This is an optimization exercise on Yosys and OpenROAD, whose aim is small area, a short achievable clock period and few clock cycles per item, not a production implementation.
In this exercise RTL edits were held to simulation tests only and were not proved equivalent to the original.
The clock cells of this run come from the design's own scripts or RTL, not from TritonCTS.
No driver is modelled on the clock port, so clock power and skew are understated where the tree is cut down; a real chip needs a root buffer or a tree.
Power figures rest on the tool's default switching activity, not on a simulated workload.

`flow/design.v`:
```
`timescale 1ns/1ns
package order_pkg;
    typedef enum logic [7:0] {
        NEW     = 8'h30,
        CANCEL  = 8'h34,
        REPLACE = 8'h35
    } exec_type_e;
    typedef enum logic [7:0] {
        BUY  = 8'h31,
        SELL = 8'h32
    } side_e;
    typedef enum logic [7:0] {
        MARKET = 8'h31,
        LIMIT  = 8'h32
    } ord_type_e;
    typedef enum logic [7:0] {
        DAY = 8'h30,
        IOC = 8'h33,
        FOK = 8'h34
    } tif_e;
    typedef logic [31:0]       price_t;
    typedef logic [15:0]       qty_t;
    typedef logic [64-1:0] symbol_t;
    typedef struct packed {
        exec_type_e exec_type;
        side_e      side;
        ord_type_e  ord_type;
        tif_e       tif;
        price_t     price;
        qty_t       qty;
        symbol_t    symbol;
    } order_t;
    typedef logic [5-1:0][7:0] order_no_t;
endpackage
`timescale 1ns/1ns
package stream_pkg;
    typedef logic [64-1:0] beat_t;
    typedef logic [$clog2(4)-1:0] pe_idx_t;
    typedef enum logic [2:0] {
        IDLE,
        HDR,
        BODY,
        SYM,
        TAIL
    } builder_state_e;
    typedef logic [15:0] session_id_t;
    typedef logic [31:0] seq_num_t;
endpackage
`timescale 1ns/1ns
module order_no_counter (
    input  logic                 clk,
    input  logic                 resetn,
    input  logic                 advance_i,
    output order_pkg::order_no_t order_no_o
);
    logic [4*5-1:0] bcd_q;
    logic [5-1:0]   nine_q;     
    logic [5-1:0]   step_q;     
    logic [5-1:0]   nine;
    logic [5-1:0]   step;
    always_comb begin
        logic c;
        c = 1'b1;
        for (int d = 0; d < 5; d++) begin
            nine[d] = bcd_q[4*d +: 4] == 4'd9;
            step[d] = c;
            c = c && nine[d];
        end
    end
    always_ff @(posedge clk) begin
        if (!resetn) begin
            bcd_q  <= '0;
            nine_q <= '0;
            step_q <= 'b1;
        end else begin
            nine_q <= nine;
            step_q <= step;
            for (int d = 0; d < 5; d++) begin
                if (advance_i && step_q[d]) begin
                    bcd_q[4*d +: 4] <= nine_q[d] ? 4'd0 : bcd_q[4*d +: 4] + 4'd1;
                end
            end
        end
    end
    logic [8*5-1:0] ascii;
    always_comb begin
        for (int d = 0; d < 5; d++) begin
            ascii[8*d +: 8] = {4'h3, bcd_q[4*d +: 4]};
        end
    end
    assign order_no_o = ascii;
endmodule
`timescale 1ns/1ns
module top_payload_generator (
    input  logic                          clk,
    input  logic                          resetn,
    input  logic [15:0]                   session_id_i,
    input  logic [31:0]                   msg_seq_num_i,
    input  logic [4-1:0]            pe_valid_i,
    input  logic [4*(32 + 32 + 16 + 64)-1:0]   pe_order_i,
    output logic [4-1:0]            pe_ready_o,
    input  logic                          tready_i,
    output logic                          tvalid_o,
    output logic                          tlast_o,
    output logic [64-1:0]            tdata_o
);
    logic                 tvalid_q;
    logic                 tlast_q;
    logic [3:0]           bsel_q;
    logic [2:0][4-1:0] esel_q;
    stream_pkg::pe_idx_t  cur_q;       
    stream_pkg::pe_idx_t  nxt_q;       
    logic                 have_q;
    logic [4-1:0]   rdy_q;
    logic [4-1:0]   acc_q;       
    logic [4-1:0]   valid_q;     
    logic                 adv_q;       
    stream_pkg::beat_t    tdata_q, tdata_d;
    order_pkg::order_no_t order_no;
    logic                 ld;
    logic                 start;
    logic                 next0;       
    logic [4-1:0]   busy;
    logic [4-1:0]   cand;
    stream_pkg::pe_idx_t  pick;
    logic                 found;
    assign ld    = !tvalid_q || tready_i;
    assign start = ld && bsel_q[0] && (|esel_q[0]);
    assign next0 = ld ? (bsel_q[3] || (bsel_q[0] && !(|esel_q[0]))) : bsel_q[0];
    assign busy = esel_q[1] | esel_q[2] | rdy_q | acc_q;
    assign cand = valid_q & ~busy;
    always_comb begin
        found = 1'b0;
        pick  = cur_q;
        for (int k = 1; k <= 4; k++) begin
            if (!found && cand[stream_pkg::pe_idx_t'(cur_q + k)]) begin
                found = 1'b1;
                pick  = stream_pkg::pe_idx_t'(cur_q + k);
            end
        end
    end
    always_ff @(posedge clk) begin
        if (!resetn) begin
            tvalid_q <= 1'b0;
            tlast_q  <= 1'b0;
            bsel_q   <= 4'b0001;
            esel_q   <= '0;
            cur_q    <= '0;
            nxt_q    <= '0;
            have_q   <= 1'b0;
            rdy_q    <= '0;
            acc_q    <= '0;
            valid_q  <= '0;
            adv_q    <= 1'b0;
        end else begin
            acc_q    <= rdy_q;
            valid_q  <= pe_valid_i;
            adv_q    <= ld && bsel_q[3];
            if (ld) begin
                tvalid_q  <= !bsel_q[0] || (|esel_q[0]);
                tlast_q   <= bsel_q[3];
                bsel_q[1] <= start;
                bsel_q[2] <= bsel_q[1];
                bsel_q[3] <= bsel_q[2];
                bsel_q[0] <= next0;
                esel_q[1] <= start ? esel_q[0] : '0;
                esel_q[2] <= esel_q[1];
                rdy_q     <= esel_q[2];
            end else begin
                rdy_q     <= '0;
            end
            for (int e = 0; e < 4; e++) begin
                esel_q[0][e] <= next0 && have_q && !start && nxt_q == stream_pkg::pe_idx_t'(e);
            end
            if (start) begin
                cur_q  <= nxt_q;
            end
            if (!have_q) begin
                nxt_q  <= pick;
            end
            have_q <= !start && (have_q || found);
        end
    end
    logic [4-1:0][64-1:0] eterm;
    for (genvar e = 0; e < 4; e++) begin : g_eng
        logic [(32 + 32 + 16 + 64)-1:0] o;
        assign o = pe_order_i[e*(32 + 32 + 16 + 64) +: (32 + 32 + 16 + 64)];
        assign eterm[e] = ({64{esel_q[0][e]}} & {16'h0,
                                                 5'b0, o[138], 1'b0, o[136],
                                                 6'b0, ~o[128], o[128],
                                                 32'h0})
                        | ({64{esel_q[1][e]}} & {o[111:80], o[79:64],
                                                 6'b0, ~o[120], o[120],
                                                 5'b0, o[114], o[112], o[112]})
                        | ({64{esel_q[2][e]}} & o[63:0]);
    end
    assign tdata_d = ({64{bsel_q[0]}} & {session_id_i, 8'h30, 8'h30, msg_seq_num_i})
                   | ({64{bsel_q[1]}} & {32'h0, 16'h0, 8'h30, 8'h30})
                   | ({64{bsel_q[3]}} & {order_no, 24'd0})
                   | eterm[0] | eterm[1] | eterm[2] | eterm[3];
    always_ff @(posedge clk) begin
        if (ld) tdata_q <= tdata_d;
    end
    order_no_counter u_order_no (
        .clk        (clk),
        .resetn     (resetn),
        .advance_i  (adv_q),
        .order_no_o (order_no)
    );
    assign tvalid_o   = tvalid_q;
    assign tlast_o    = tlast_q;
    assign tdata_o    = tdata_q;
    assign pe_ready_o = rdy_q;
endmodule
```
`flow/flow/cts_hand.tcl`:
```
# Sourced by ORFS's cts.tcl before clock tree synthesis (PRE_CTS_TCL).
# Builds a two-level clock tree by hand: the clock port drives four
# clkbuf_4 buffers, each driving two clkbuf_8 leaf buffers, each driving the
# flip-flop clock pins of one eighth of them (split by angle around their
# centre), then replaces the
# clock_tree_synthesis command with a no-op so the rest of cts.tcl (timing
# repair and legalisation) runs on this tree.
set nb 8
set block [ord::get_db_block]
set db [ord::get_db]
set clknet [$block findNet clk]
set master [$db findMaster sky130_fd_sc_hd__clkbuf_4]
set leaf_master [$db findMaster sky130_fd_sc_hd__clkbuf_8]
set sinks [$clknet getITerms]
set pts {}
foreach it $sinks {
  set box [[$it getInst] getBBox]
  lappend pts [list [expr {([$box xMin] + [$box xMax]) / 2.0}] [expr {([$box yMin] + [$box yMax]) / 2.0}]]
}
puts "hand clock tree: [llength $sinks] clock sinks"
# split the sinks into nb clusters of equal size, contiguous in angle
# around the centre of the sinks
set sx 0.0; set sy 0.0
foreach p $pts { set sx [expr {$sx + [lindex $p 0]}]; set sy [expr {$sy + [lindex $p 1]}] }
set cx [expr {$sx / [llength $pts]}]
set cy [expr {$sy / [llength $pts]}]
set keyed {}
set i 0
foreach p $pts {
  lappend keyed [list [expr {atan2([lindex $p 1] - $cy, [lindex $p 0] - $cx)}] $i]
  incr i
}
set keyed [lsort -real -index 0 $keyed]
set n [llength $pts]
set assign [lrepeat $n 0]
set k 0
foreach kv $keyed {
  lset assign [lindex $kv 1] [expr {($k * $nb) / $n}]
  incr k
}
set cents {}
for {set g 0} {$g < $nb} {incr g} {
  set sx 0.0; set sy 0.0; set m 0
  foreach p $pts a $assign {
    if {$a == $g} { set sx [expr {$sx + [lindex $p 0]}]; set sy [expr {$sy + [lindex $p 1]}]; incr m }
  }
  lappend cents [list [expr {$sx / max($m, 1)}] [expr {$sy / max($m, 1)}]]
}
set leaves {}
for {set g 0} {$g < $nb} {incr g} {
  set members {}
  foreach it $sinks a $assign { if {$a == $g} { lappend members $it } }
  set inst [odb::dbInst_create $block $leaf_master "clkbuf_leaf_$g"]
  set net [odb::dbNet_create $block "clknet_leaf_$g"]
  $net setSigType CLOCK
  foreach it $members { $it disconnect; $it connect $net }
  [$inst findITerm X] connect $net
  set c [lindex $cents $g]
  $inst setLocation [expr {int([lindex $c 0])}] [expr {int([lindex $c 1])}]
  $inst setPlacementStatus PLACED
  lappend leaves $inst
  puts "hand clock tree: leaf $g drives [llength $members] sinks from [lindex $c 0] [lindex $c 1]"
}
for {set r 0} {$r < $nb / 2} {incr r} {
  set inst [odb::dbInst_create $block $master "clkbuf_root_$r"]
  set net [odb::dbNet_create $block "clknet_root_$r"]
  $net setSigType CLOCK
  [$inst findITerm A] connect $clknet
  [$inst findITerm X] connect $net
  set c0 [lindex $cents [expr {2 * $r}]]
  set c1 [lindex $cents [expr {2 * $r + 1}]]
  foreach l [lrange $leaves [expr {2 * $r}] [expr {2 * $r + 1}]] { [$l findITerm A] connect $net }
  $inst setLocation [expr {int(([lindex $c0 0] + [lindex $c1 0]) / 2)}] [expr {int(([lindex $c0 1] + [lindex $c1 1]) / 2)}]
  $inst setPlacementStatus PLACED
}
$clknet setSigType CLOCK
global_connect
detailed_placement
rename clock_tree_synthesis clock_tree_synthesis_unused
proc clock_tree_synthesis {args} { puts "clock tree built by hand (flow/cts_hand.tcl)" }
```
`flow/flow/run.sh`:
```
#!/bin/bash
# The standard flow, with four changes: the port buffers are the smallest
# buffer cell, the pins may sit on every routing track, they are placed in
# regions (flow/io.tcl, made by gen/io_gen.py) that keep each tdata_o bit next
# to the input bits feeding it, and the clock tree is two levels of buffers
# built by flow/cts_hand.tcl in place of clock tree synthesis.
export BUFFER_PORTS_ARGS="-buffer_cell sky130_fd_sc_hd__buf_1"
export PLACE_PINS_ARGS="-min_distance 1 -min_distance_in_tracks"
export IO_CONSTRAINTS="$PWD/flow/io.tcl"
export PRE_CTS_TCL="$PWD/flow/cts_hand.tcl"
bash standard.sh > standard.log 2>&1
```
`flow/flow/io.tcl`:
```
set_io_pin_constraint -pin_names {clk resetn tready_i tvalid_o tlast_o pe_valid_i[0] pe_valid_i[1] pe_valid_i[2] pe_valid_i[3] pe_ready_o[0] pe_ready_o[1] pe_ready_o[2] pe_ready_o[3]} -region bottom:3.00-10.89
set_io_pin_constraint -pin_names {tdata_o[0] msg_seq_num_i[0] pe_order_i[112] pe_order_i[256] pe_order_i[400] pe_order_i[544] pe_order_i[0] pe_order_i[144] pe_order_i[288] pe_order_i[432]} -region bottom:10.89-16.97
set_io_pin_constraint -pin_names {tdata_o[1] msg_seq_num_i[1] pe_order_i[1] pe_order_i[145] pe_order_i[289] pe_order_i[433]} -region bottom:16.97-20.61
set_io_pin_constraint -pin_names {tdata_o[2] msg_seq_num_i[2] pe_order_i[114] pe_order_i[258] pe_order_i[402] pe_order_i[546] pe_order_i[2] pe_order_i[146] pe_order_i[290] pe_order_i[434]} -region bottom:20.61-26.68
set_io_pin_constraint -pin_names {tdata_o[3] msg_seq_num_i[3] pe_order_i[3] pe_order_i[147] pe_order_i[291] pe_order_i[435]} -region bottom:26.68-30.32
set_io_pin_constraint -pin_names {tdata_o[4] msg_seq_num_i[4] pe_order_i[4] pe_order_i[148] pe_order_i[292] pe_order_i[436]} -region bottom:30.32-33.97
set_io_pin_constraint -pin_names {tdata_o[5] msg_seq_num_i[5] pe_order_i[5] pe_order_i[149] pe_order_i[293] pe_order_i[437]} -region bottom:33.97-37.61
set_io_pin_constraint -pin_names {tdata_o[6] msg_seq_num_i[6] pe_order_i[6] pe_order_i[150] pe_order_i[294] pe_order_i[438]} -region bottom:37.61-41.25
set_io_pin_constraint -pin_names {tdata_o[7] msg_seq_num_i[7] pe_order_i[7] pe_order_i[151] pe_order_i[295] pe_order_i[439]} -region bottom:41.25-44.90
set_io_pin_constraint -pin_names {tdata_o[8] msg_seq_num_i[8] pe_order_i[120] pe_order_i[264] pe_order_i[408] pe_order_i[552] pe_order_i[8] pe_order_i[152] pe_order_i[296] pe_order_i[440]} -region bottom:44.90-50.97
set_io_pin_constraint -pin_names {tdata_o[9] msg_seq_num_i[9] pe_order_i[9] pe_order_i[153] pe_order_i[297] pe_order_i[441]} -region bottom:50.97-54.61
set_io_pin_constraint -pin_names {tdata_o[10] msg_seq_num_i[10] pe_order_i[10] pe_order_i[154] pe_order_i[298] pe_order_i[442]} -region bottom:54.61-58.26
set_io_pin_constraint -pin_names {tdata_o[11] msg_seq_num_i[11] pe_order_i[11] pe_order_i[155] pe_order_i[299] pe_order_i[443]} -region bottom:58.26-61.90
set_io_pin_constraint -pin_names {tdata_o[12] msg_seq_num_i[12] pe_order_i[12] pe_order_i[156] pe_order_i[300] pe_order_i[444]} -region bottom:61.90-65.54
set_io_pin_constraint -pin_names {tdata_o[13] msg_seq_num_i[13] pe_order_i[13] pe_order_i[157] pe_order_i[301] pe_order_i[445]} -region bottom:65.54-69.18
set_io_pin_constraint -pin_names {tdata_o[14] msg_seq_num_i[14] pe_order_i[14] pe_order_i[158] pe_order_i[302] pe_order_i[446]} -region bottom:69.18-72.83
set_io_pin_constraint -pin_names {tdata_o[15] msg_seq_num_i[15] pe_order_i[15] pe_order_i[159] pe_order_i[303] pe_order_i[447]} -region bottom:72.83-76.47
set_io_pin_constraint -pin_names {tdata_o[16] msg_seq_num_i[16] pe_order_i[64] pe_order_i[208] pe_order_i[352] pe_order_i[496] pe_order_i[16] pe_order_i[160] pe_order_i[304] pe_order_i[448]} -region bottom:76.47-82.54
set_io_pin_constraint -pin_names {tdata_o[17] msg_seq_num_i[17] pe_order_i[65] pe_order_i[209] pe_order_i[353] pe_order_i[497] pe_order_i[17] pe_order_i[161] pe_order_i[305] pe_order_i[449]} -region bottom:82.54-88.62
set_io_pin_constraint -pin_names {tdata_o[18] msg_seq_num_i[18] pe_order_i[66] pe_order_i[210] pe_order_i[354] pe_order_i[498] pe_order_i[18] pe_order_i[162] pe_order_i[306] pe_order_i[450]} -region bottom:88.62-94.69
set_io_pin_constraint -pin_names {tdata_o[19] msg_seq_num_i[19] pe_order_i[67] pe_order_i[211] pe_order_i[355] pe_order_i[499] pe_order_i[19] pe_order_i[163] pe_order_i[307] pe_order_i[451]} -region bottom:94.69-100.76
set_io_pin_constraint -pin_names {tdata_o[20] msg_seq_num_i[20] pe_order_i[68] pe_order_i[212] pe_order_i[356] pe_order_i[500] pe_order_i[20] pe_order_i[164] pe_order_i[308] pe_order_i[452]} -region bottom:100.76-106.83
set_io_pin_constraint -pin_names {tdata_o[21] msg_seq_num_i[21] pe_order_i[69] pe_order_i[213] pe_order_i[357] pe_order_i[501] pe_order_i[21] pe_order_i[165] pe_order_i[309] pe_order_i[453]} -region bottom:106.83-112.90
set_io_pin_constraint -pin_names {tdata_o[22] msg_seq_num_i[22] pe_order_i[70] pe_order_i[214] pe_order_i[358] pe_order_i[502] pe_order_i[22] pe_order_i[166] pe_order_i[310] pe_order_i[454]} -region bottom:112.90-118.98
set_io_pin_constraint -pin_names {tdata_o[23] msg_seq_num_i[23] pe_order_i[71] pe_order_i[215] pe_order_i[359] pe_order_i[503] pe_order_i[23] pe_order_i[167] pe_order_i[311] pe_order_i[455]} -region bottom:118.98-125.05
set_io_pin_constraint -pin_names {tdata_o[24] msg_seq_num_i[24] pe_order_i[72] pe_order_i[216] pe_order_i[360] pe_order_i[504] pe_order_i[24] pe_order_i[168] pe_order_i[312] pe_order_i[456]} -region bottom:125.05-131.12
set_io_pin_constraint -pin_names {tdata_o[25] msg_seq_num_i[25] pe_order_i[73] pe_order_i[217] pe_order_i[361] pe_order_i[505] pe_order_i[25] pe_order_i[169] pe_order_i[313] pe_order_i[457]} -region bottom:131.12-137.19
set_io_pin_constraint -pin_names {tdata_o[26] msg_seq_num_i[26] pe_order_i[74] pe_order_i[218] pe_order_i[362] pe_order_i[506] pe_order_i[26] pe_order_i[170] pe_order_i[314] pe_order_i[458]} -region bottom:137.19-143.26
set_io_pin_constraint -pin_names {tdata_o[27] msg_seq_num_i[27] pe_order_i[75] pe_order_i[219] pe_order_i[363] pe_order_i[507] pe_order_i[27] pe_order_i[171] pe_order_i[315] pe_order_i[459]} -region bottom:143.26-149.34
set_io_pin_constraint -pin_names {tdata_o[28] msg_seq_num_i[28] pe_order_i[76] pe_order_i[220] pe_order_i[364] pe_order_i[508] pe_order_i[28] pe_order_i[172] pe_order_i[316] pe_order_i[460]} -region bottom:149.34-155.41
set_io_pin_constraint -pin_names {tdata_o[29] msg_seq_num_i[29] pe_order_i[77] pe_order_i[221] pe_order_i[365] pe_order_i[509] pe_order_i[29] pe_order_i[173] pe_order_i[317] pe_order_i[461]} -region bottom:155.41-161.48
set_io_pin_constraint -pin_names {tdata_o[30] msg_seq_num_i[30] pe_order_i[78] pe_order_i[222] pe_order_i[366] pe_order_i[510] pe_order_i[30] pe_order_i[174] pe_order_i[318] pe_order_i[462]} -region bottom:161.48-167.55
set_io_pin_constraint -pin_names {tdata_o[31] msg_seq_num_i[31]} -region bottom:167.55-168.77
set_io_pin_constraint -pin_names {pe_order_i[79] pe_order_i[223] pe_order_i[367] pe_order_i[511] pe_order_i[31] pe_order_i[175] pe_order_i[319] pe_order_i[463]} -region right:3.00-10.18
set_io_pin_constraint -pin_names {tdata_o[32] pe_order_i[128] pe_order_i[272] pe_order_i[416] pe_order_i[560] pe_order_i[80] pe_order_i[224] pe_order_i[368] pe_order_i[512] pe_order_i[32] pe_order_i[176] pe_order_i[320] pe_order_i[464]} -region right:10.18-21.85
set_io_pin_constraint -pin_names {tdata_o[33] pe_order_i[81] pe_order_i[225] pe_order_i[369] pe_order_i[513] pe_order_i[33] pe_order_i[177] pe_order_i[321] pe_order_i[465]} -region right:21.85-29.93
set_io_pin_constraint -pin_names {tdata_o[34] pe_order_i[82] pe_order_i[226] pe_order_i[370] pe_order_i[514] pe_order_i[34] pe_order_i[178] pe_order_i[322] pe_order_i[466]} -region right:29.93-38.01
set_io_pin_constraint -pin_names {tdata_o[35] pe_order_i[83] pe_order_i[227] pe_order_i[371] pe_order_i[515] pe_order_i[35] pe_order_i[179] pe_order_i[323] pe_order_i[467]} -region right:38.01-46.08
set_io_pin_constraint -pin_names {tdata_o[36] pe_order_i[84] pe_order_i[228] pe_order_i[372] pe_order_i[516] pe_order_i[36] pe_order_i[180] pe_order_i[324] pe_order_i[468]} -region right:46.08-54.16
set_io_pin_constraint -pin_names {tdata_o[37] pe_order_i[85] pe_order_i[229] pe_order_i[373] pe_order_i[517] pe_order_i[37] pe_order_i[181] pe_order_i[325] pe_order_i[469]} -region right:54.16-62.24
set_io_pin_constraint -pin_names {tdata_o[38] pe_order_i[86] pe_order_i[230] pe_order_i[374] pe_order_i[518] pe_order_i[38] pe_order_i[182] pe_order_i[326] pe_order_i[470]} -region right:62.24-70.32
set_io_pin_constraint -pin_names {tdata_o[39] pe_order_i[87] pe_order_i[231] pe_order_i[375] pe_order_i[519] pe_order_i[39] pe_order_i[183] pe_order_i[327] pe_order_i[471]} -region right:70.32-78.40
set_io_pin_constraint -pin_names {tdata_o[40] pe_order_i[136] pe_order_i[280] pe_order_i[424] pe_order_i[568] pe_order_i[88] pe_order_i[232] pe_order_i[376] pe_order_i[520] pe_order_i[40] pe_order_i[184] pe_order_i[328] pe_order_i[472]} -region right:78.40-90.07
set_io_pin_constraint -pin_names {tdata_o[41] pe_order_i[89] pe_order_i[233] pe_order_i[377] pe_order_i[521] pe_order_i[41] pe_order_i[185] pe_order_i[329] pe_order_i[473]} -region right:90.07-98.15
set_io_pin_constraint -pin_names {tdata_o[42] pe_order_i[138] pe_order_i[282] pe_order_i[426] pe_order_i[570] pe_order_i[90] pe_order_i[234] pe_order_i[378] pe_order_i[522] pe_order_i[42] pe_order_i[186] pe_order_i[330] pe_order_i[474]} -region right:98.15-109.81
set_io_pin_constraint -pin_names {tdata_o[43] pe_order_i[91] pe_order_i[235] pe_order_i[379] pe_order_i[523] pe_order_i[43] pe_order_i[187] pe_order_i[331] pe_order_i[475]} -region right:109.81-117.89
set_io_pin_constraint -pin_names {tdata_o[44] pe_order_i[92] pe_order_i[236] pe_order_i[380] pe_order_i[524] pe_order_i[44] pe_order_i[188] pe_order_i[332] pe_order_i[476]} -region right:117.89-125.97
set_io_pin_constraint -pin_names {tdata_o[45] pe_order_i[93] pe_order_i[237] pe_order_i[381] pe_order_i[525] pe_order_i[45] pe_order_i[189] pe_order_i[333] pe_order_i[477]} -region right:125.97-134.05
set_io_pin_constraint -pin_names {tdata_o[46] pe_order_i[94] pe_order_i[238] pe_order_i[382] pe_order_i[526] pe_order_i[46] pe_order_i[190] pe_order_i[334] pe_order_i[478]} -region right:134.05-142.13
set_io_pin_constraint -pin_names {tdata_o[47] pe_order_i[95] pe_order_i[239] pe_order_i[383] pe_order_i[527] pe_order_i[47] pe_order_i[191] pe_order_i[335] pe_order_i[479]} -region right:142.13-150.21
set_io_pin_constraint -pin_names {tdata_o[48] session_id_i[0] pe_order_i[96] pe_order_i[240] pe_order_i[384] pe_order_i[528] pe_order_i[48] pe_order_i[192] pe_order_i[336] pe_order_i[480]} -region right:150.21-159.18
set_io_pin_constraint -pin_names {tdata_o[49] session_id_i[1] pe_order_i[97] pe_order_i[241] pe_order_i[385] pe_order_i[529] pe_order_i[49] pe_order_i[193] pe_order_i[337] pe_order_i[481]} -region right:159.18-168.16
set_io_pin_constraint -pin_names {tdata_o[50] session_id_i[2] pe_order_i[98] pe_order_i[242] pe_order_i[386] pe_order_i[530] pe_order_i[50] pe_order_i[194] pe_order_i[338] pe_order_i[482]} -region top:162.93-169.00
set_io_pin_constraint -pin_names {tdata_o[51] session_id_i[3] pe_order_i[99] pe_order_i[243] pe_order_i[387] pe_order_i[531] pe_order_i[51] pe_order_i[195] pe_order_i[339] pe_order_i[483]} -region top:156.86-162.93
set_io_pin_constraint -pin_names {tdata_o[52] session_id_i[4] pe_order_i[100] pe_order_i[244] pe_order_i[388] pe_order_i[532] pe_order_i[52] pe_order_i[196] pe_order_i[340] pe_order_i[484]} -region top:150.78-156.86
set_io_pin_constraint -pin_names {tdata_o[53] session_id_i[5] pe_order_i[101] pe_order_i[245] pe_order_i[389] pe_order_i[533] pe_order_i[53] pe_order_i[197] pe_order_i[341] pe_order_i[485]} -region top:144.71-150.78
set_io_pin_constraint -pin_names {tdata_o[54] session_id_i[6] pe_order_i[102] pe_order_i[246] pe_order_i[390] pe_order_i[534] pe_order_i[54] pe_order_i[198] pe_order_i[342] pe_order_i[486]} -region top:138.64-144.71
set_io_pin_constraint -pin_names {tdata_o[55] session_id_i[7] pe_order_i[103] pe_order_i[247] pe_order_i[391] pe_order_i[535] pe_order_i[55] pe_order_i[199] pe_order_i[343] pe_order_i[487]} -region top:132.57-138.64
set_io_pin_constraint -pin_names {tdata_o[56] session_id_i[8] pe_order_i[104] pe_order_i[248] pe_order_i[392] pe_order_i[536] pe_order_i[56] pe_order_i[200] pe_order_i[344] pe_order_i[488]} -region top:126.50-132.57
set_io_pin_constraint -pin_names {tdata_o[57] session_id_i[9] pe_order_i[105] pe_order_i[249] pe_order_i[393] pe_order_i[537] pe_order_i[57] pe_order_i[201] pe_order_i[345] pe_order_i[489]} -region top:120.42-126.50
set_io_pin_constraint -pin_names {tdata_o[58] session_id_i[10] pe_order_i[106] pe_order_i[250] pe_order_i[394] pe_order_i[538] pe_order_i[58] pe_order_i[202] pe_order_i[346] pe_order_i[490]} -region top:114.35-120.42
set_io_pin_constraint -pin_names {tdata_o[59] session_id_i[11] pe_order_i[107] pe_order_i[251] pe_order_i[395] pe_order_i[539] pe_order_i[59] pe_order_i[203] pe_order_i[347] pe_order_i[491]} -region top:108.28-114.35
set_io_pin_constraint -pin_names {tdata_o[60] session_id_i[12] pe_order_i[108] pe_order_i[252] pe_order_i[396] pe_order_i[540] pe_order_i[60] pe_order_i[204] pe_order_i[348] pe_order_i[492]} -region top:102.21-108.28
set_io_pin_constraint -pin_names {tdata_o[61] session_id_i[13] pe_order_i[109] pe_order_i[253] pe_order_i[397] pe_order_i[541] pe_order_i[61] pe_order_i[205] pe_order_i[349] pe_order_i[493]} -region top:96.14-102.21
set_io_pin_constraint -pin_names {tdata_o[62] session_id_i[14] pe_order_i[110] pe_order_i[254] pe_order_i[398] pe_order_i[542] pe_order_i[62] pe_order_i[206] pe_order_i[350] pe_order_i[494]} -region top:90.06-96.14
set_io_pin_constraint -pin_names {tdata_o[63] session_id_i[15] pe_order_i[111] pe_order_i[255] pe_order_i[399] pe_order_i[543] pe_order_i[63] pe_order_i[207] pe_order_i[351] pe_order_i[495]} -region top:83.99-90.06
set_io_pin_constraint -pin_names {pe_order_i[113] pe_order_i[115] pe_order_i[116] pe_order_i[117] pe_order_i[118] pe_order_i[119] pe_order_i[121] pe_order_i[122] pe_order_i[123] pe_order_i[124] pe_order_i[125] pe_order_i[126] pe_order_i[127] pe_order_i[129] pe_order_i[130] pe_order_i[131] pe_order_i[132] pe_order_i[133] pe_order_i[134] pe_order_i[135] pe_order_i[137] pe_order_i[139] pe_order_i[140] pe_order_i[141] pe_order_i[142] pe_order_i[143] pe_order_i[257] pe_order_i[259] pe_order_i[260] pe_order_i[261] pe_order_i[262] pe_order_i[263] pe_order_i[265] pe_order_i[266] pe_order_i[267] pe_order_i[268] pe_order_i[269] pe_order_i[270] pe_order_i[271] pe_order_i[273] pe_order_i[274] pe_order_i[275] pe_order_i[276] pe_order_i[277] pe_order_i[278] pe_order_i[279] pe_order_i[281] pe_order_i[283] pe_order_i[284] pe_order_i[285] pe_order_i[286] pe_order_i[287] pe_order_i[401] pe_order_i[403] pe_order_i[404] pe_order_i[405] pe_order_i[406] pe_order_i[407] pe_order_i[409] pe_order_i[410] pe_order_i[411] pe_order_i[412] pe_order_i[413] pe_order_i[414] pe_order_i[415] pe_order_i[417] pe_order_i[418] pe_order_i[419] pe_order_i[420] pe_order_i[421] pe_order_i[422] pe_order_i[423] pe_order_i[425] pe_order_i[427] pe_order_i[428] pe_order_i[429] pe_order_i[430] pe_order_i[431] pe_order_i[545] pe_order_i[547] pe_order_i[548] pe_order_i[549] pe_order_i[550] pe_order_i[551] pe_order_i[553] pe_order_i[554] pe_order_i[555] pe_order_i[556] pe_order_i[557] pe_order_i[558] pe_order_i[559] pe_order_i[561] pe_order_i[562] pe_order_i[563] pe_order_i[564] pe_order_i[565] pe_order_i[566] pe_order_i[567] pe_order_i[569] pe_order_i[571] pe_order_i[572] pe_order_i[573] pe_order_i[574] pe_order_i[575]} -region top:20.84-83.99
```
`flow/config.mk`:
```
export PLATFORM = sky130hd
export DESIGN_NAME = top_payload_generator
export DESIGN_NICKNAME = top_payload_generator
export VERILOG_FILES = /design/flow/design.v
export SDC_FILE = /design/flow/constraint.sdc
export NUM_CORES = 4
export LEC_CHECK = 0
export CAP_MARGIN = 20
export CORE_AREA = 2.5 2.5 169.5 169.5
export DIE_AREA = 0 0 172 172
export SETUP_SLACK_MARGIN = 3.0
export SLEW_MARGIN = 20
```
`flow/standard.sh`:
```
#!/bin/bash
# synth_recipe.tcl (not shown) runs the flow's synth.tcl, then flattens the netlist and writes it again
# the make line also repeats each setting of config.mk as NAME=value (left out here)
make -C /OpenROAD-flow-scripts/flow DESIGN_CONFIG=/design/flow/config.mk WORK_HOME=/design/flow/orfs CLKGATE_MAP_FILE= SYNTH_SCRIPT=/design/flow/synth_recipe.tcl "${@:-finish}"
```
`flow/constraint.sdc`:
```
create_clock -name core_clock -period 5.0 [get_ports {clk}]
set_input_delay 1.0000 -clock core_clock [delete_from_list [all_inputs] [get_ports {clk}]]
set_output_delay 1.0000 -clock core_clock [all_outputs]
set_load 0.01 [all_outputs]
```
==> summary.md <==
| Metric | Value |
|---|---|
| Status | timing/DRC/antenna clean |
| Core Region | 0.02763 sq mm |
| Post-synthesis adder-cell area fraction | 0.01736 |
| Logic pwr share | 0.253 |
| Detail Route Antenna Nets | 0 |
| Synth Cell Area | 0.007207 sq mm |
| Post-Synthesis Cells | 736 |
| Crit-path max FO | 36 |
| TNS Setup | 0 ns |
| Tcrit/Tclk final | 0.3858 |
| Hold_buf cts | 0 |
| Seq pwr share | 0.546 |
| Seq cells post-synth | 128 |
| Yosys warnings | 2 |
| CP Capture Type | flop |
| Final Hold Vio Count | 0 |
| Die W | 172 um |
| Required time of the critical path | 5.06 ns |
| Post-DP HPWL | 24650 um |
| Clock slew seen by the registers of the worst setup and hold paths | 0.10 ns |
| Util after Layout | 0.3651 |
| F_max | 518.4 MHz |
| Number of top-level pins | 701 |
| Sw Share | 0.2994 |
| Crit path time final | 1.929 ns |
| Post-synth EDFFs | 64 |
| RSZ-0062 raised after global routing | true |
| Initial antenna violation count | 0 |
| Worst VDD drop | 0.1328 mV |
| Layout cell share with drive strength beyond 1 | 0.05316 |
| Main synth FF type | edfxtp_1 |
| Setup Skew | 0.01748 ns |
| Worst-Skew Late Latency | 0.31 ns |
| Synthesized area per cell | 9.792 sq um |
| First-pass GRT wire length | 45560 um |
| 1st-pass router iterations | 8 |
| Area growth from synthesis to layout | 39.97% |
| Most frequent cells in the layout | buf_1 (596), a22oi_1 (115), edfxtp_1 (64), dfxtp_1 (55), a22o_1 (45) |
| Post-synthesis sequential area ratio | 0.4444 |
| Crit Path Class | reg2reg |
| Placed Instances | 1656 |
| Compound-Gate Fraction of Synth Area | 0.3429 |
| Worst min path class | reg2reg |
| Power Internal | 1.680 mW |
| Slew @ Worst Pin | 0.8807 ns |
| Ant. Diodes | 0 |
| Multiplexer share of the synthesized area | 0.004167 |
| Max-slew violations | 0 |
| Largest net degree at the start of global routing | 68 |
| GP Congestion | 0.8991 |
| Most common cell after layout, fill and taps aside | buf_1 |
| Area contributors post-synth | edfxtp_1 (27%), dfxtp_1 (18%), a22oi_1 (12%) |
| Synth area leader | edfxtp_1 |
| Post-Synth XOR/XNOR Area | 0 |
| Area of the die | 0.02958 sq mm |
| Row count | 61 |
| Clk pwr share | 0.201 |
| Arrival time at the worst endpoint | 1.99 ns |
| Routed len/inst | 19.48 um |
| Initial DRC count | 790 |
| Setup-failing EPs final | 0 |
| Overall power | 2.398 mW |
| Top cell type's share of synthesized area | 0.2667 |
| Leakage power | 3.247 nW |
| Avg Vias per Cell | 5.689 |
| Final cell count without fillers | 1676 |
| Final WL | 32650 um |
| Synth unique cells | 44 |
| Starting density of the core | 0.2608 |
| Nets@finish | 1941 |
| Post-synth ARST share | 0 |
| Chip height | 172 um |
| Pwr Density | 237.8 mW/mm^2 |
| Net Sw Power | 718.1 uW |
| Hold_ws | 0.4641 ns |
| Max Cap Viol | 0 |
| Startpoint types | flop |
| Relative slew slack | 0.4129 |
| Post-Syn Nets | 1377 |
| GRT overflow | 0 |
| Largest family of logic cells by synthesized area | compound AO/OA/AOI/OAI gates |
| Gr usage total | 0.1906 |
| Simple-Gate Fraction of Synth Area | 0.1415 |
| Number of global-route vias before repair | 8684 |
| Routed vias | 9534 |
| PortBufs | 596 |
| # DRC | 0 |
## through the flow
step                worst slack (ns)  cell area [sq um]
finish                         3.071              10090
global route                   2.987              10090
CTS                            2.926              10070
detailed placement             2.132               9748
global placement               2.138               9748
floorplan                      3.066               7223
## cell usage after synthesis, types with 4 or more instances
library cell	n
clkbuf_1	28
nand2_1	42
o21ai_0	13
edfxtp_1	64
nor2_1	24
nor3_1	16
ha_1	10
nand4_1	30
a221oi_1	51
a222oi_1	35
dfxtp_1	64
a31oi_1	5
nor4_2	5
a21oi_1	43
buf_1	23
a22o_1	45
o22ai_1	4
nand3_1	36
buf_2	16
or4b_1	4
and3_1	8
and2_1	10
a22oi_1	115
inv_1	14
## worst max-delay path, stage by stage, from the launching register on
cell	delay, ns
dfxtp_2	0.48
buf_4	0.37
nor2_1	0.39
nand4_1	0.15
a221o_1	0.28
## path summary, 6_finish.rpt
check | start | to | slack, ns | cells past startpoint
max | bsel_q[0]$_SDFFE_PN1N_ | tdata_q[45]$_DFFE_PN_ | 3.07 | 4
max reg2reg | bsel_q[0]$_SDFFE_PN1N_ | tdata_q[45]$_DFFE_PN_ | 3.07 | 4
min | bsel_q[2]$_SDFFE_PN0N_ | bsel_q[3]$_SDFFE_PN0N_ | 0.46 | 2
min reg2reg | bsel_q[2]$_SDFFE_PN0N_ | bsel_q[3]$_SDFFE_PN0N_ | 0.46 | 2
## power by group through the flow
stage / Sequential, mW / Clock, mW / Combinational, mW
floorplan: 1.37 / 0 / 0.207
global placement: 1.33 / 0 / 0.576
detailed placement: 1.34 / 0 / 0.577
CTS: 1.34 / 0.358 / 0.602
global route: 1.32 / 0.542 / 0.657
finish: 1.31 / 0.481 / 0.607
## layer usage
| metal | routed length [um] | global-route usage | part of all wire | vias to the layer above |
|---|---|---|---|---|
| li1 | - | - | - | 4200 |
| met2 | 15450 | 0.3348 | 0.47 | 635 |
| met5 | 0 | 0.001739 | 0 | - |
| met4 | 2340 | 0.1188 | 0.072 | 0 |
| met3 | 2877 | 0.03754 | 0.088 | 202 |
| met1 | 11970 | 0.2117 | 0.37 | 4497 |
## cell families (layout without fill, tap and decap cells)
| kind of cell | count (synthesis) | after routing |
|---|---|---|
| and+or+nand+nor | 190 | 190 |
| buffers and inverters | 85 | 647 |
| muxes | 3 | 3 |
| adders and majority gates | 10 | 10 |
| AOI/OAI and AO/OA | 320 | 320 |
| DFF | 128 | 128 |
## area by class of cell
type	instances	area, sq um
timing repair inverter	1	8.758
inverter	15	72.57
sequential	128	3217
fill	3002	17540
buffer	12	140.1
multi-input combinational	523	3721
timing repair buffer	619	2455
tap	378	473.0
## repair_timing
item,in CTS,in global routing
buffers inserted,7,0
endpoints found under the hold margin,0,0
setup endpoints to repair,118,4
pin swaps,12,0
resized for setup,27,5
gates cloned,1,0
## flip-flops by register name, indices dropped and copies added, names as in the netlist, 2 cells and up
| name | cells |
|---|---|
| tdata_q | 64 |
| u_order_no.bcd_q | 20 |
| esel_q | 12 |
| acc_q | 4 |
| bsel_q | 4 |
| rdy_q | 4 |
| u_order_no.nine_q | 4 |
| u_order_no.step_q | 4 |
| valid_q | 4 |
| cur_q | 2 |
| nxt_q | 2 |
Testbench counts, summed over its fixed seeds: cycles 38,432, items 9,600.

[port drivers added, routing unchanged]
The flow's constraints put no driver on any port. The routed layout listed below was extracted and timed again, unchanged, in two steps. Step 1 assumes that a clkbuf_16 drives the clock port and a buf_2 every other input. Step 2, shift: input delay + t, output delay - t, t = (earliest + latest rising clock arrival at the registers) / 2. This alone moves slack from input paths to output paths. a / b / c = no drivers / after step 1 / after step 2; a / b = the first two.
t, ns: 0.375
setup WS [ns]: 3.071 / 3.013 / 2.914
worst data-port slew with drivers (ns): 0.09
cell pins on the clock port's net: 4
After both steps this run still meets setup and hold. For this run, drivers alone change the setup slack by -0.058 ns; drivers and shift together by -0.157 ns.
